This is an optimization exercise on Yosys and OpenROAD, whose aim is small area, a short achievable clock period and few clock cycles, not a production implementation. The RTL was checked by simulation tests, not by an equivalence proof against the original design.

## flow/config.mk

```make
export PLATFORM = sky130hd
export DESIGN_NAME = scu_top
export DESIGN_NICKNAME = scu_top
export VERILOG_FILES = /design/flow/design.v
export SDC_FILE = /design/flow/constraint.sdc
export NUM_CORES = 4
export LEC_CHECK = 0
export CAP_MARGIN = 35
export CORE_MARGIN = 2
export CORE_UTILIZATION = 40
export SLEW_MARGIN = 25
```

## flow/constraint.sdc

```tcl
create_clock -name core_clock -period 10.0 [get_ports {clock}]
set_input_delay 2.0000 -clock core_clock [delete_from_list [all_inputs] [get_ports {clock}]]
set_output_delay 2.0000 -clock core_clock [all_outputs]
set_load 0.01 [all_outputs]
```

## flow/design.v

```verilog
module scu_top (
   input  logic        clock,
   input  logic        reset,
   input  logic        req_valid,
   output logic        req_stall,
   input  logic [2:0]  req_kind,
   input  logic [47:0] req_a,
   input  logic [47:0] req_b,
   output logic        rsp_valid,
   input  logic        rsp_stall,
   output logic [47:0] rsp_value,
   output logic [1:0]  rsp_status
);
   localparam logic [2:0] S_IDLE = 3'd0, S_EXEC = 3'd1, S_MUL = 3'd2, S_MFIN = 3'd3,
                          S_DIV  = 3'd4, S_DFIN = 3'd5;
   localparam logic [47:0] MAX_POS = 48'h7FFF_FFFF_FFFF;
   localparam logic [47:0] MIN_NEG = 48'h8000_0000_0000;
   localparam logic [47:0] ONE     = 48'h0000_0001_0000;
   function automatic logic [1:0] top_digit(input logic [47:0] v);
      if (v[47:32] != '0)      top_digit = 2'd2;
      else if (v[31:16] != '0) top_digit = 2'd1;
      else                     top_digit = 2'd0;
   endfunction
   function automatic logic [5:0] msb48(input logic [47:0] v);
      msb48 = '0;
      for (int i = 0; i < 48; i++) if (v[i]) msb48 = 6'(i);
   endfunction
   function automatic logic [28:0] fact_tab(input logic [3:0] n);
      case (n)
         4'd2:  fact_tab = 29'd2;
         4'd3:  fact_tab = 29'd6;
         4'd4:  fact_tab = 29'd24;
         4'd5:  fact_tab = 29'd120;
         4'd6:  fact_tab = 29'd720;
         4'd7:  fact_tab = 29'd5040;
         4'd8:  fact_tab = 29'd40320;
         4'd9:  fact_tab = 29'd362880;
         4'd10: fact_tab = 29'd3628800;
         4'd11: fact_tab = 29'd39916800;
         4'd12: fact_tab = 29'd479001600;
         default: fact_tab = 29'd1;
      endcase
   endfunction
   logic [2:0]   state, op;
   logic [47:0]  ra;       
   logic [47:0]  xr;       
   logic [31:0]  rb;       
   logic         sa;       
   logic         sgn;      
   logic [47:0]  p2m;      
   logic         p2s;      
   logic [111:0] z;        
   logic [4:0]   cnt;
   logic         first;
   logic         out_v;
   logic [47:0]  out_val;
   logic [1:0]   out_st;
   logic         take;
   logic [47:0]  ma_in, mb_in;
   assign req_stall = (state != S_IDLE);
   assign take      = req_valid && (state == S_IDLE);
   assign ma_in     = req_a[47] ? (~req_a + 48'd1) : req_a;
   assign mb_in     = req_b[47] ? (~req_b + 48'd1) : req_b;
   logic [15:0]  digit;
   logic [95:0]  acc_n;
   logic [63:0]  pp;
   always_comb begin
      case (cnt[1:0])
         2'd2:    digit = ra[47:32];
         2'd1:    digit = ra[31:16];
         default: digit = ra[15:0];
      endcase
      pp    = {16'd0, xr} * {48'd0, digit};
      acc_n = (first ? 96'd0 : {z[79:0], 16'd0}) + {32'd0, pp};
   end
   logic         pneg, prnd, psat, pzero;
   logic [32:0]  phi;
   logic [47:0]  pmag;
   logic         peq;
   always_comb begin
      pneg  = (op == 3'd5) ? (sgn ^ sa) : sgn;
      prnd  = pneg && (z[15:0] != '0);
      phi   = z[95:63];
      pmag  = z[63:16] + {47'd0, prnd};
      psat  = pneg ? ((phi > 33'd1) || (phi == 33'd1 && (z[62:16] != '0 || prnd)))
                   : (phi != '0);
      pzero = (pmag == '0);
      peq   = (pmag == p2m) && ((pneg && !pzero) == p2s);
   end
   function automatic logic [111:0] dstep(input logic [111:0] zz, input logic [47:0] d);
      logic [48:0] t;
      t = {zz[111:64], zz[63]} - {1'b0, d};
      if (!t[48]) dstep = {t[47:0], zz[62:0], 1'b1};
      else        dstep = {zz[110:0], 1'b0};
   endfunction
   logic [5:0]   msb_a, msb_d;
   logic [6:0]   p0;
   logic [4:0]   c;        
   logic [4:0]   sh;       
   logic         dzero, dsat_pre, dqzero;
   logic [111:0] zinit;
   always_comb begin
      msb_a    = msb48(ra);
      msb_d    = msb48(xr);
      dzero    = (xr == '0);
      dsat_pre = ({32'd0, ra[47:32]} >= xr);
      dqzero   = (ra == '0) || ({1'b0, msb_a} + 7'd16 < {1'b0, msb_d});
      p0       = {1'b0, msb_a} + 7'd16 - {1'b0, msb_d};
      c        = 5'((p0 + 7'd2) >> 1);
      sh       = 5'd0 - c;         
      zinit    = {48'd0, ra, 16'd0} << {sh, 1'b0};
   end
   logic         qsat;
   assign qsat = sgn ? (z[63:0] > 64'h8000_0000_0000) : (z[63:0] > 64'h7FFF_FFFF_FFFF);
   logic [47:0]  cv_m;
   logic         cv_n;
   logic [47:0]  cv_val;
   assign cv_val = cv_n ? (~cv_m + 48'd1) : cv_m;
   logic [47:0]  sum, dif;
   assign sum = ra + xr;
   assign dif = ra - xr;
   logic         out_free;
   assign out_free = !out_v || !rsp_stall;
   logic         wr;
   logic [47:0]  wr_val;
   logic [1:0]   wr_st;
   logic         use_cv;
   always_comb begin
      wr     = 1'b0;
      wr_val = '0;
      wr_st  = 2'd0;
      use_cv = 1'b0;
      cv_m   = z[63:16];
      cv_n   = 1'b0;
      case (state)
         S_EXEC: begin
            case (op)
               3'd0: begin
                  wr = 1'b1;
                  if (ra[47] == xr[47] && sum[47] != ra[47]) begin
                     wr_val = ra[47] ? MIN_NEG : MAX_POS; wr_st = 2'd3;
                  end else wr_val = sum;
               end
               3'd1: begin
                  wr = 1'b1;
                  if (ra[47] != xr[47] && dif[47] != ra[47]) begin
                     wr_val = ra[47] ? MIN_NEG : MAX_POS; wr_st = 2'd3;
                  end else wr_val = dif;
               end
               3'd4: begin
                  wr = 1'b1;
                  if (ra[47] || ra[47:16] <= 32'd1) wr_val = ONE;
                  else if (ra[47:16] >= 32'd13) begin
                     wr_val = MAX_POS; wr_st = 2'd3;
                  end else wr_val = {3'd0, fact_tab(ra[19:16]), 16'd0};
               end
               3'd3: begin
                  if (dzero) begin
                     wr = 1'b1; wr_val = '0; wr_st = 2'd1;
                  end else if (dsat_pre) begin
                     wr = 1'b1; wr_val = sgn ? MIN_NEG : MAX_POS; wr_st = 2'd3;
                  end else if (dqzero) begin
                     wr = 1'b1; wr_val = '0;
                  end
               end
               3'd5: begin
                  if (rb[31] || rb == '0) begin
                     wr = 1'b1; wr_val = ONE;
                  end else if (rb == 32'd1) begin
                     wr = 1'b1; use_cv = 1'b1; cv_m = ra; cv_n = sa;
                  end
               end
               3'd2: ;
               default: begin
                  wr = 1'b1; wr_val = ra; wr_st = 2'd2;
               end
            endcase
         end
         S_MFIN: begin
            if (psat) begin
               wr = 1'b1; wr_val = pneg ? MIN_NEG : MAX_POS; wr_st = 2'd3;
            end else if (op != 3'd5 || rb == 32'd1) begin
               wr = 1'b1; use_cv = 1'b1; cv_m = pmag; cv_n = pneg;
            end else if (peq) begin
               wr = 1'b1; use_cv = 1'b1;
               if (!rb[0]) begin cv_m = xr; cv_n = sgn; end
               else        begin cv_m = pmag; cv_n = pneg; end
            end
         end
         S_DFIN: begin
            wr = 1'b1;
            if (qsat) begin
               wr_val = sgn ? MIN_NEG : MAX_POS; wr_st = 2'd3;
            end else begin
               use_cv = 1'b1; cv_m = z[47:0]; cv_n = sgn;
            end
         end
         default: ;
      endcase
      if (use_cv) wr_val = cv_val;
   end
   always_ff @(posedge clock) begin
      if (reset) begin
         state <= S_IDLE;
         out_v <= 1'b0;
      end else begin
         if (out_v && !rsp_stall) out_v <= 1'b0;
         if (wr && out_free) begin
            out_v   <= 1'b1;
            out_val <= wr_val;
            out_st  <= wr_st;
            state   <= S_IDLE;
         end
         case (state)
            S_IDLE: begin
               if (take) begin
                  op    <= req_kind;
                  ra    <= (req_kind == 3'd2 || req_kind == 3'd3 || req_kind == 3'd5) ? ma_in : req_a;
                  xr    <= (req_kind == 3'd2 || req_kind == 3'd3) ? mb_in :
                           (req_kind == 3'd5) ? ma_in : req_b;
                  rb    <= req_b[47:16];
                  sa    <= req_a[47];
                  sgn   <= (req_kind == 3'd5) ? req_a[47] : (req_a[47] ^ req_b[47]);
                  cnt   <= {3'd0, top_digit(ma_in)};
                  first <= 1'b1;
                  state <= (req_kind == 3'd2) ? S_MUL : S_EXEC;
               end
            end
            S_EXEC: begin
               if (op == 3'd3 && !wr) begin
                  z     <= zinit;
                  cnt   <= c - 5'd1;
                  state <= S_DIV;
               end
               if (op == 3'd5 && !wr) begin
                  p2m   <= ONE;
                  p2s   <= 1'b0;
                  rb    <= rb - 32'd1;
                  cnt   <= {3'd0, top_digit(ra)};
                  first <= 1'b1;
                  state <= S_MUL;
               end
            end
            S_MUL: begin
               z[95:0] <= acc_n;
               first   <= 1'b0;
               cnt     <= cnt - 5'd1;
               if (cnt == '0) state <= S_MFIN;
            end
            S_MFIN: begin
               if (!wr) begin
                  p2m   <= xr;
                  p2s   <= sgn;
                  xr    <= pmag;
                  sgn   <= pneg && !pzero;
                  rb    <= rb - 32'd1;
                  cnt   <= {3'd0, top_digit(ra)};
                  first <= 1'b1;
                  state <= S_MUL;
               end
            end
            S_DIV: begin
               z   <= dstep(dstep(z, xr), xr);
               cnt <= cnt - 5'd1;
               if (cnt == '0) state <= S_DFIN;
            end
            default: ;
         endcase
      end
   end
   assign rsp_valid  = out_v;
   assign rsp_value  = out_val;
   assign rsp_status = out_st;
endmodule
```

## flow/run.sh

```bash
#!/bin/bash
# synth_recipe.tcl (not shown) runs the flow's synth.tcl, then flattens the netlist and writes it again
# the make line also repeats each setting of config.mk as NAME=value (left out here)
make -C /OpenROAD-flow-scripts/flow DESIGN_CONFIG=/design/flow/config.mk WORK_HOME=/design/flow/orfs CLKGATE_MAP_FILE= SYNTH_SCRIPT=/design/flow/synth_recipe.tcl finish
```

==> impl_metrics.ini <==
[placed_design]
dpl_cell_area_um2 = 77100
dp_cells = 11200
post-place-ws_ps = -169
io_buffers = 154
place_congestion = 1.10
dp_hpwl_um = 316000

[status]
status = no timing/DRC/antenna violations

[final_layout]
final_cell_mix = nand2_1, inv_1, buf_4
finalNetCount = 10200
drive_gt1_share_pct = 11.8
syn_to_final_growth_pct = 16.0
layout.cells.non_filler = 11300
final_util_pct = 46.8
final_area_um2 = 79500
final_common_cell = nand2_1

[logic_synthesis]
synth_seq_cells = 375
syn_nets = 9819
async_reset_ff_share_pct = 0
yosys_warnings = 1
synth_area_um2 = 68500
ys.flop_type = edfxtp_1
ys_seq_area_share_pct = 16.1
yosysUniqueCellTypes = 111
syn_inst = 8636
synth_edf_count = 350
avgSynthCellArea_um2 = 7.93

[route]
vias = 74600
drc = 0
drt_iter0_drc = 11700
drt_wl_total_um = 404000
wl_per_cell_um = 35.6
dr.pass1.iters = 9
routed_via_density = 6.58
antenna_left = 0

[setup_path]
crit_top_cell = nand4_1
startpoint_type = register
crit_buf_inv = 3
cpPeakStageDelay_ps = 910
required_ps = 10380
worstSetupPathType = register to register
critPathMaxFanout = 6
cpLargestDelayFamily = simple AND/OR/NAND/NOR gates
cp_slowest_cell = ha_1
reg2reg_depth = 26
setup.worst_path.end_class = register
path_depth = 26
arrival_ps = 10120

[clock_tree]
clockBufferDepth = 3
clk_latency_ps = 730
cts_made_buffers = 50
cts_root_buffer = clkbuf_16
postCtsHoldBufs = 0
clock-sinks = 375
h-tree-depth = 2
clk_pin_slew_ps = 60
cts_tree = done

[sta]
relSlewSlack_pct = 26.0
period_minus_slack_ps = 9740
slew_violations = 0
finalWorstSetupSlack_ps = 256
tns_ps = 0
min_period_over_period_pct = 97.4
setup-violations-final = 0
worstMarginPinSlew_ps = 1080
hold_violations = 0
clock.fmax_mhz = 103
fin_skew_ps = 65.1
timing.hold.ws_ps = 684

[global_routing]
grt_max_degree = 103
grt_use_met2_pct = 61.5
antenna_found_initial = 64
grt_pass1_wl_um = 556000
use_met1_pct = 59.4
grt.met3_usage_pct = 16.6
grt.total_usage_pct = 45.2
busiest_layer = met2
overflow = 0
grt_pass1_vias = 70500

[floorplanning]
rows = 151
boundaryPins = 155
die_h_um = 418
initial_core_util_pct = 40.3
die_area_um2 = 175000
core_um2 = 170000
die_x_um = 418

[worst_hold_path]
worstHoldPathCells = 2
hold_path.class = register to register

[flow_run]
drv_cap = 0
-- registers in the layout, indices dropped and copies added, names as in the netlist, named ones only --
name     flops
sa           1
out_st       2
out_val     48
rb          32
sgn          1
out_v        1
p2m         48
cnt          5
xr          48
state        3
z          112
ra          48
first        1
op           3
p2s          1
-- layer usage --
layer / routed length, um / part of all wire [%] / vias up
met1: 157000 / 39 / 37100
met3: 55900 / 14 / 1254
met2: 159000 / 39 / 5550
li1: - / - / 30700
met4: 32000 / 7.9 / 54
met5: 657 / 0.16 / -
-- cells by family after synthesis --
logic type / share of synthesized area [%]
multiplexers: 1.99
adder cells (fa/ha/maj): 27.4
AO/OA/AOI/OAI: 20.0
AND/OR/NAND/NOR: 20.1
buffers and inverters: 8.18
flip-flops: 16.1
XOR/XNOR: 6.23
-- Yosys cell counts (90+ instances only) --
master,instances,area share (%)
nand3_1,166,1.2
clkbuf_1,533,2.9
o21ai_0,501,3.7
mux2i_1,90,1.3
xor2_1,169,2.2
edfxtp_1,350,15
a21o_1,125,1.4
ha_1,382,7.0
nand2_1,1210,6.6
inv_1,864,4.7
fa_1,698,20
and2_1,90,0.82
xnor2_1,316,4.0
nand2b_1,95,0.87
nor2_1,702,3.8
a21oi_1,567,4.1
nor3_1,202,1.5
nor2b_1,92,0.84
-- path summary, 6_finish.rpt --
kind                      endpoint                from  slack (ps)
min               rb[27]$_DFFE_PP_    rb[27]$_DFFE_PP_         680
max reg2reg  out_val[32]$_DFFE_PP_  z[0]$_SDFFCE_PP0P_         260
min reg2reg       rb[27]$_DFFE_PP_    rb[27]$_DFFE_PP_         680
max          out_val[32]$_DFFE_PP_  z[0]$_SDFFCE_PP0P_         260
-- final cells by class --
cell class	instances	area, um2
antenna	46	115
multi-input combinational	6782	52600
sequential	375	11000
tap	2218	2780
clock buffer	66	1390
clock inverter	25	278
inverter	877	3290
timing repair buffer	950	8060
fill	16800	90400
-- worst min-delay path: cells and delay by family, from the launching register on --
family / cells / cell delay (ps)
xor gates and xnor gates: 1 / 80
DFF: 1 / 360
AOI/OAI and AO/OA: 1 / 130
-- repair_timing --
| item | 4_1_cts | 5_1_grt |
|---|---|---|
| pin swaps | 2 | 19 |
| setup buffers | 6 | 23 |
| gates cloned | 0 | 2 |
| gates resized for setup | 5 | 52 |
| setup endpoints to repair | 8 | 54 |
Testbench counts, summed over its fixed seeds: cycles 15,694.

==> port drivers added, routing unchanged <==
Ports are ideal in the flow. The routed layout listed here was re-timed in OpenROAD. Step 1, drivers: a clkbuf_16 drives clock and a buf_2 each remaining input, both assumed. Step 2, shift: input delay + t, output delay - t, t = (earliest + latest rising clock arrival at the registers) / 2. This alone moves slack from input paths to output paths. Slacks: no drivers / after step 1 / after step 2; pairs: no drivers / after step 1.
t, ns: 0.772
setup WS [ns]: 0.256 / 0.256 / 0.256
worst setup path at the end: register to register
clock arrival spread, ns: 0.065 / 0.065
pins driven straight from the clock port: 1
After both steps this run still meets setup and hold. The setup slack of this run moves by 0.000 ns with the drivers and by 0.000 ns with both steps.
